This design comes from an exercise in tuning for small area and a short achievable clock period on the open sky130 flow, not from production work. At most, simulation tests tie the RTL to the original design; equivalence was not proved.

north:
==> flow/design.v <==
`default_nettype none
package ssrc_pkg;
	localparam int LEVELS    = 14;
	localparam int POSITIONS = 64;
	localparam int LVL_W     = $clog2(LEVELS);
	localparam int POS_W     = $clog2(POSITIONS);
	localparam int LEVEL_FW  = 4;
	localparam int PHASE_W   = 3;
	localparam int WORD_W    = 16;
	localparam int OVER_W    = 17;
	localparam int PULSE_W   = 8;
	localparam int OP_W      = 3;
	localparam int ADDR_W    = 4;
	localparam int DATA_W    = 32;
	localparam logic [OP_W-1:0] OP_TICK   = 3'd0;
	localparam logic [OP_W-1:0] OP_START  = 3'd1;
	localparam logic [OP_W-1:0] OP_DECEL  = 3'd2;
	localparam logic [OP_W-1:0] OP_STOP   = 3'd3;
	localparam logic [OP_W-1:0] OP_PULSE  = 3'd4;
	localparam logic [OP_W-1:0] OP_GOAL   = 3'd5;
	localparam logic [OP_W-1:0] OP_ZERO   = 3'd6;
	localparam logic [OP_W-1:0] OP_LOAD   = 3'd7;
	localparam logic [PHASE_W-1:0] PH_IDLE  = 3'd0;
	localparam logic [PHASE_W-1:0] PH_ACCEL = 3'd1;
	localparam logic [PHASE_W-1:0] PH_DECEL = 3'd2;
	localparam logic [PHASE_W-1:0] PH_STOP  = 3'd3;
	localparam logic [PHASE_W-1:0] PH_OVER  = 3'd4;
	localparam logic [1:0] REG_TARGET  = 2'd0;
	localparam logic [1:0] REG_DIR     = 2'd1;
	localparam logic [1:0] REG_OVERRUN = 2'd2;
endpackage
`default_nettype wire
`default_nettype none
import ssrc_pkg::*;
module stepper_speed_ramp_controller (
	input  wire logic                clk,
	input  wire logic                arst_n,
	input  wire logic                psel,
	input  wire logic                penable,
	input  wire logic                pwrite,
	input  wire logic [ADDR_W-1:0]   paddr,
	input  wire logic [DATA_W-1:0]   pwdata,
	output logic      [DATA_W-1:0]   prdata,
	output logic                     pready,
	input  wire logic                in_valid,
	output logic                     in_ready,
	input  wire logic [OP_W-1:0]     op,
	input  wire logic [PULSE_W-1:0]  count_value,
	input  wire logic [LEVEL_FW-1:0] level_index,
	input  wire logic [WORD_W-1:0]   level_reload,
	input  wire logic [WORD_W-1:0]   level_dwell,
	output logic                     out_valid,
	input  wire logic                out_ready,
	output logic      [WORD_W-1:0]   reload_out,
	output logic      [LEVEL_FW-1:0] speed_level,
	output logic      [PHASE_W-1:0]  ramp_state,
	output logic                     running,
	output logic      [POS_W-1:0]    position,
	output logic                     on_position
);
	logic [LEVEL_FW-1:0] target_q;
	logic                dir_q;
	logic [WORD_W-1:0]   overrun_q;
	logic [PHASE_W-1:0]  phase_q,  phase_d;
	logic [LEVEL_FW-1:0] level_q,  level_d;
	logic [WORD_W-1:0]   dwell_q,  dwell_d;
	logic [WORD_W-2:0]   over_q,   over_d;
	logic                timer_q,  timer_d;
	logic [POS_W-1:0]    place_q,  place_d;
	logic [PULSE_W-1:0]  pcount_q, pcount_d;
	logic [PULSE_W-1:0]  pgoal_q,  pgoal_d;
	logic [LEVELS-1:0]   hot_q,    hot_d;
	logic                onpos_q,  onpos_d;
	logic                out_valid_q;
	logic [WORD_W-1:0]   reload_tab_q [LEVELS];
	logic [WORD_W-1:0]   dwell_tab_q  [LEVELS];
	logic                accept;
	logic                cfg_wr;
	logic [WORD_W-1:0]   dwell_cur;
	logic [WORD_W-1:0]   reload_cur;
	logic [LEVEL_FW-1:0] tgt_eff;
	logic [WORD_W-1:0]   dwell_next;
	logic                dwell_done;
	logic                over_hit;
	logic [PHASE_W-1:0]  ph_k  [2];
	logic [LEVEL_FW-1:0] lv_k  [2];
	logic [WORD_W-1:0]   dw_k  [2];
	logic [LEVELS-1:0]   hot_k [2];
	logic [LEVEL_FW:0]   up_k;
	logic [LEVEL_FW-1:0] dn_k;
	logic [WORD_W-1:0]   dwdn_k;
	assign accept   = in_valid && in_ready;
	assign in_ready = !out_valid_q || out_ready;
	assign cfg_wr   = psel && penable && pwrite;
	assign pready   = 1'b1;
	always_ff @(posedge clk or negedge arst_n) begin
		if (!arst_n) begin
			target_q  <= '0;
			dir_q     <= 1'b0;
			overrun_q <= '0;
		end else if (cfg_wr) begin
			case (paddr[3:2])
				REG_TARGET:  target_q  <= pwdata[LEVEL_FW-1:0];
				REG_DIR:     dir_q     <= pwdata[0];
				REG_OVERRUN: overrun_q <= pwdata[WORD_W-1:0];
				default: ;
			endcase
		end
	end
	always_comb begin
		case (paddr[3:2])
			REG_TARGET:  prdata = DATA_W'(target_q);
			REG_DIR:     prdata = DATA_W'(dir_q);
			REG_OVERRUN: prdata = DATA_W'(overrun_q);
			default:     prdata = '0;
		endcase
	end
	always_comb begin
		dwell_cur  = '0;
		reload_cur = '0;
		for (int i = 0; i < LEVELS; i++) begin
			dwell_cur  = dwell_cur  | ({WORD_W{hot_q[i]}} & dwell_tab_q[i]);
			reload_cur = reload_cur | ({WORD_W{hot_q[i]}} & reload_tab_q[i]);
		end
	end
	assign tgt_eff    = (target_q >= LEVEL_FW'(LEVELS)) ? LEVEL_FW'(LEVELS - 1) : target_q;
	assign dwell_next = dwell_q + WORD_W'(1);
	assign dwell_done = dwell_q >= dwell_cur;
	assign over_hit   = {over_q, 1'b1} >= overrun_q;
	always_comb begin
		for (int k = 0; k < 2; k++) begin
			up_k   = {1'b0, level_q} + (LEVEL_FW+1)'(k);
			dn_k   = (k == 1 && level_q != '0) ? level_q - LEVEL_FW'(1) : level_q;
			dwdn_k = (k == 1 || dn_k == '0) ? WORD_W'(1) : dwell_next;
			ph_k[k] = phase_q;
			lv_k[k] = level_q;
			dw_k[k] = dwell_q;
			if (op == OP_STOP) begin
				lv_k[k] = dn_k;
				dw_k[k] = dwdn_k;
				ph_k[k] = PH_OVER;
			end else if (op == OP_TICK && timer_q) begin
				case (phase_q)
					PH_ACCEL: begin
						dw_k[k] = (k == 1) ? WORD_W'(1) : dwell_next;
						if (up_k >= {1'b0, tgt_eff}) begin
							lv_k[k] = tgt_eff;
							ph_k[k] = PH_IDLE;
						end else begin
							lv_k[k] = up_k[LEVEL_FW-1:0];
						end
					end
					PH_DECEL: begin
						lv_k[k] = dn_k;
						dw_k[k] = dwdn_k;
						if (dn_k == '0) ph_k[k] = PH_IDLE;
					end
					PH_STOP: begin
						lv_k[k] = dn_k;
						dw_k[k] = dwdn_k;
						ph_k[k] = PH_OVER;
					end
					PH_OVER: begin
						if (over_hit) begin
							lv_k[k] = '0;
							ph_k[k] = PH_IDLE;
							dw_k[k] = WORD_W'(1);
						end else begin
							lv_k[k] = dn_k;
							dw_k[k] = dwdn_k;
						end
					end
					default: ;
				endcase
			end else if (op == OP_START) begin
				ph_k[k] = PH_ACCEL;
				lv_k[k] = '0;
			end else if (op == OP_DECEL) begin
				ph_k[k] = PH_DECEL;
			end
			for (int i = 0; i < LEVELS; i++) hot_k[k][i] = (lv_k[k] == LEVEL_FW'(i));
		end
	end
	always_comb begin
		phase_d  = dwell_done ? ph_k[1] : ph_k[0];
		level_d  = dwell_done ? lv_k[1] : lv_k[0];
		dwell_d  = dwell_done ? dw_k[1] : dw_k[0];
		hot_d    = dwell_done ? hot_k[1] : hot_k[0];
		over_d   = over_q;
		timer_d  = timer_q;
		place_d  = place_q;
		pcount_d = pcount_q;
		pgoal_d  = pgoal_q;
		onpos_d  = onpos_q;
		case (op)
			OP_TICK: if (timer_q && phase_q == PH_OVER) begin
				if (over_hit) begin
					timer_d = 1'b0;
					over_d  = '0;
				end else begin
					over_d  = over_q + (WORD_W-1)'(1);
				end
			end
			OP_START: timer_d = 1'b1;
			OP_PULSE: begin
				pcount_d = pcount_q + PULSE_W'(1);
				onpos_d  = pcount_d >= pgoal_q;
				place_d  = dir_q ? place_q - POS_W'(1) : place_q + POS_W'(1);
			end
			OP_GOAL: begin
				pcount_d = '0;
				pgoal_d  = count_value;
				onpos_d  = count_value == '0;
			end
			OP_ZERO: place_d = '0;
			default: ;
		endcase
	end
	always_ff @(posedge clk or negedge arst_n) begin
		if (!arst_n) begin
			phase_q  <= PH_IDLE;
			level_q  <= '0;
			hot_q    <= LEVELS'(1);
			dwell_q  <= WORD_W'(1);
			over_q   <= '0;
			timer_q  <= 1'b0;
			place_q  <= '0;
			pcount_q <= '0;
			pgoal_q  <= '0;
			onpos_q  <= 1'b1;
		end else if (accept) begin
			phase_q  <= phase_d;
			level_q  <= level_d;
			hot_q    <= hot_d;
			dwell_q  <= dwell_d;
			over_q   <= over_d;
			timer_q  <= timer_d;
			place_q  <= place_d;
			pcount_q <= pcount_d;
			pgoal_q  <= pgoal_d;
			onpos_q  <= onpos_d;
		end
	end
	for (genvar i = 0; i < LEVELS; i++) begin : g_tab
		always_ff @(posedge clk) begin
			if (accept && op == OP_LOAD && level_index == LEVEL_FW'(i)) begin
				reload_tab_q[i] <= level_reload;
				dwell_tab_q[i]  <= level_dwell;
			end
		end
	end
	always_ff @(posedge clk or negedge arst_n) begin
		if (!arst_n) begin
			out_valid_q <= 1'b0;
		end else if (accept) begin
			out_valid_q <= 1'b1;
		end else if (out_ready) begin
			out_valid_q <= 1'b0;
		end
	end
	assign out_valid   = out_valid_q;
	assign reload_out  = reload_cur;
	assign speed_level = level_q;
	assign ramp_state  = phase_q;
	assign running     = timer_q;
	assign position    = place_q;
	assign on_position = onpos_q;
endmodule
`default_nettype wire
==> flow/config.mk <==
export PLATFORM = sky130hd
export DESIGN_NAME = stepper_speed_ramp_controller
export DESIGN_NICKNAME = stepper_speed_ramp_controller
export VERILOG_FILES = /design/flow/design.v
export SDC_FILE = /design/flow/constraint.sdc
export NUM_CORES = 4
export LEC_CHECK = 0
export ABC_CLOCK_PERIOD_IN_PS = 3700
export CAP_MARGIN = 20
export CORE_MARGIN = 2
export CORE_UTILIZATION = 40
export SETUP_SLACK_MARGIN = 3.8
export SLEW_MARGIN = 20
==> flow/constraint.sdc <==
create_clock -name core_clock -period 7.5 [get_ports {clk}]
set_input_delay 1.5000 -clock core_clock [delete_from_list [all_inputs] [get_ports {clk}]]
set_output_delay 1.5000 -clock core_clock [all_outputs]
set_load 0.01 [all_outputs]
run.sh (not shown) runs the stock make flow with config.mk's settings and CLKGATE_MAP_FILE= SYNTH_SCRIPT=/design/flow/synth_recipe.tcl, a recipe that flattens the netlist after the stock synthesis.
[inputs] south vs north
--- a/flow/design.v
+++ b/flow/design.v
@@ -68,15 +68,14 @@
 	logic                timer_q,  timer_d;
 	logic [POS_W-1:0]    place_q,  place_d;
 	logic [PULSE_W-1:0]  pcount_q, pcount_d;
 	logic [PULSE_W-1:0]  pgoal_q,  pgoal_d;
-	logic [LEVELS-1:0]   hot_q,    hot_d;
-	logic                onpos_q,  onpos_d;
 	logic                out_valid_q;
 	logic [WORD_W-1:0]   reload_tab_q [LEVELS];
 	logic [WORD_W-1:0]   dwell_tab_q  [LEVELS];
 	logic                accept;
 	logic                cfg_wr;
+	logic [LEVELS-1:0]   lvl_hot;
 	logic [WORD_W-1:0]   dwell_cur;
 	logic [WORD_W-1:0]   reload_cur;
 	logic [LEVEL_FW-1:0] tgt_eff;
 	logic [WORD_W-1:0]   dwell_next;
@@ -84,9 +83,8 @@
 	logic                over_hit;
 	logic [PHASE_W-1:0]  ph_k  [2];
 	logic [LEVEL_FW-1:0] lv_k  [2];
 	logic [WORD_W-1:0]   dw_k  [2];
-	logic [LEVELS-1:0]   hot_k [2];
 	logic [LEVEL_FW:0]   up_k;
 	logic [LEVEL_FW-1:0] dn_k;
 	logic [WORD_W-1:0]   dwdn_k;
 	assign accept   = in_valid && in_ready;
@@ -118,10 +116,11 @@
 	always_comb begin
 		dwell_cur  = '0;
 		reload_cur = '0;
 		for (int i = 0; i < LEVELS; i++) begin
-			dwell_cur  = dwell_cur  | ({WORD_W{hot_q[i]}} & dwell_tab_q[i]);
-			reload_cur = reload_cur | ({WORD_W{hot_q[i]}} & reload_tab_q[i]);
+			lvl_hot[i] = (level_q == LEVEL_FW'(i));
+			dwell_cur  = dwell_cur  | ({WORD_W{lvl_hot[i]}} & dwell_tab_q[i]);
+			reload_cur = reload_cur | ({WORD_W{lvl_hot[i]}} & reload_tab_q[i]);
 		end
 	end
 	assign tgt_eff    = (target_q >= LEVEL_FW'(LEVELS)) ? LEVEL_FW'(LEVELS - 1) : target_q;
 	assign dwell_next = dwell_q + WORD_W'(1);
@@ -177,22 +176,19 @@
 				lv_k[k] = '0;
 			end else if (op == OP_DECEL) begin
 				ph_k[k] = PH_DECEL;
 			end
-			for (int i = 0; i < LEVELS; i++) hot_k[k][i] = (lv_k[k] == LEVEL_FW'(i));
 		end
 	end
 	always_comb begin
 		phase_d  = dwell_done ? ph_k[1] : ph_k[0];
 		level_d  = dwell_done ? lv_k[1] : lv_k[0];
 		dwell_d  = dwell_done ? dw_k[1] : dw_k[0];
-		hot_d    = dwell_done ? hot_k[1] : hot_k[0];
 		over_d   = over_q;
 		timer_d  = timer_q;
 		place_d  = place_q;
 		pcount_d = pcount_q;
 		pgoal_d  = pgoal_q;
-		onpos_d  = onpos_q;
 		case (op)
 			OP_TICK: if (timer_q && phase_q == PH_OVER) begin
 				if (over_hit) begin
 					timer_d = 1'b0;
@@ -203,15 +199,13 @@
 			end
 			OP_START: timer_d = 1'b1;
 			OP_PULSE: begin
 				pcount_d = pcount_q + PULSE_W'(1);
-				onpos_d  = pcount_d >= pgoal_q;
 				place_d  = dir_q ? place_q - POS_W'(1) : place_q + POS_W'(1);
 			end
 			OP_GOAL: begin
 				pcount_d = '0;
 				pgoal_d  = count_value;
-				onpos_d  = count_value == '0;
 			end
 			OP_ZERO: place_d = '0;
 			default: ;
 		endcase
@@ -219,27 +213,23 @@
 	always_ff @(posedge clk or negedge arst_n) begin
 		if (!arst_n) begin
 			phase_q  <= PH_IDLE;
 			level_q  <= '0;
-			hot_q    <= LEVELS'(1);
 			dwell_q  <= WORD_W'(1);
 			over_q   <= '0;
 			timer_q  <= 1'b0;
 			place_q  <= '0;
 			pcount_q <= '0;
 			pgoal_q  <= '0;
-			onpos_q  <= 1'b1;
 		end else if (accept) begin
 			phase_q  <= phase_d;
 			level_q  <= level_d;
-			hot_q    <= hot_d;
 			dwell_q  <= dwell_d;
 			over_q   <= over_d;
 			timer_q  <= timer_d;
 			place_q  <= place_d;
 			pcount_q <= pcount_d;
 			pgoal_q  <= pgoal_d;
-			onpos_q  <= onpos_d;
 		end
 	end
 	for (genvar i = 0; i < LEVELS; i++) begin : g_tab
 		always_ff @(posedge clk) begin
@@ -263,7 +253,7 @@
 	assign speed_level = level_q;
 	assign ramp_state  = phase_q;
 	assign running     = timer_q;
 	assign position    = place_q;
-	assign on_position = onpos_q;
+	assign on_position = pcount_q >= pgoal_q;
 endmodule
 `default_nettype wire
[summary]
Compared with north, south shows a higher path depth of the worst reg2reg path.
Fmax is lower on south
Cmp north and south / fraction of the mapped netlist area in adder cells / higher: south
south vs north — count of vias placed by the detailed router dropped about 0.4%.
Compared with north, south shows smallest hold slack lower by 0.020 ns.
Function not checked in south: the RTL went through the layout flow alone.

==> static timing again, ports no longer ideal <==
How much do the figures lean on ideal ports? The routed layouts below were timed once more, with nothing changed but the port constraints. Step 1 (the two cells are an assumption about what drives the block):
set clk [get_ports {clk}]
set_driving_cell -lib_cell sky130_fd_sc_hd__clkbuf_16 $clk
set_driving_cell -lib_cell sky130_fd_sc_hd__buf_2 [delete_from_list [all_inputs] $clk]
Step 2 also shifts input and output timing later by t, the mid clock arrival at the registers, as if the neighbouring blocks saw the same clock. a / b / c = ideal ports / drivers / drivers and shift; a / b = the first two.
| run | t (ns) | setup slack, ns | worst setup path after step 2 | latest minus earliest clock arrival (ns) |
|---|---|---|---|---|
| north | 0.673 | 3.689 / 3.689 / 3.238 | input to register | 0.030 / 0.030 |
| south | 0.671 | 3.252 / 3.194 / 3.254 | input to register | 0.038 / 0.038 |
After both steps every run listed still meets setup and hold. For north, which loses most, drivers alone change the setup slack by 0.000 ns; drivers and shift together by -0.451 ns.
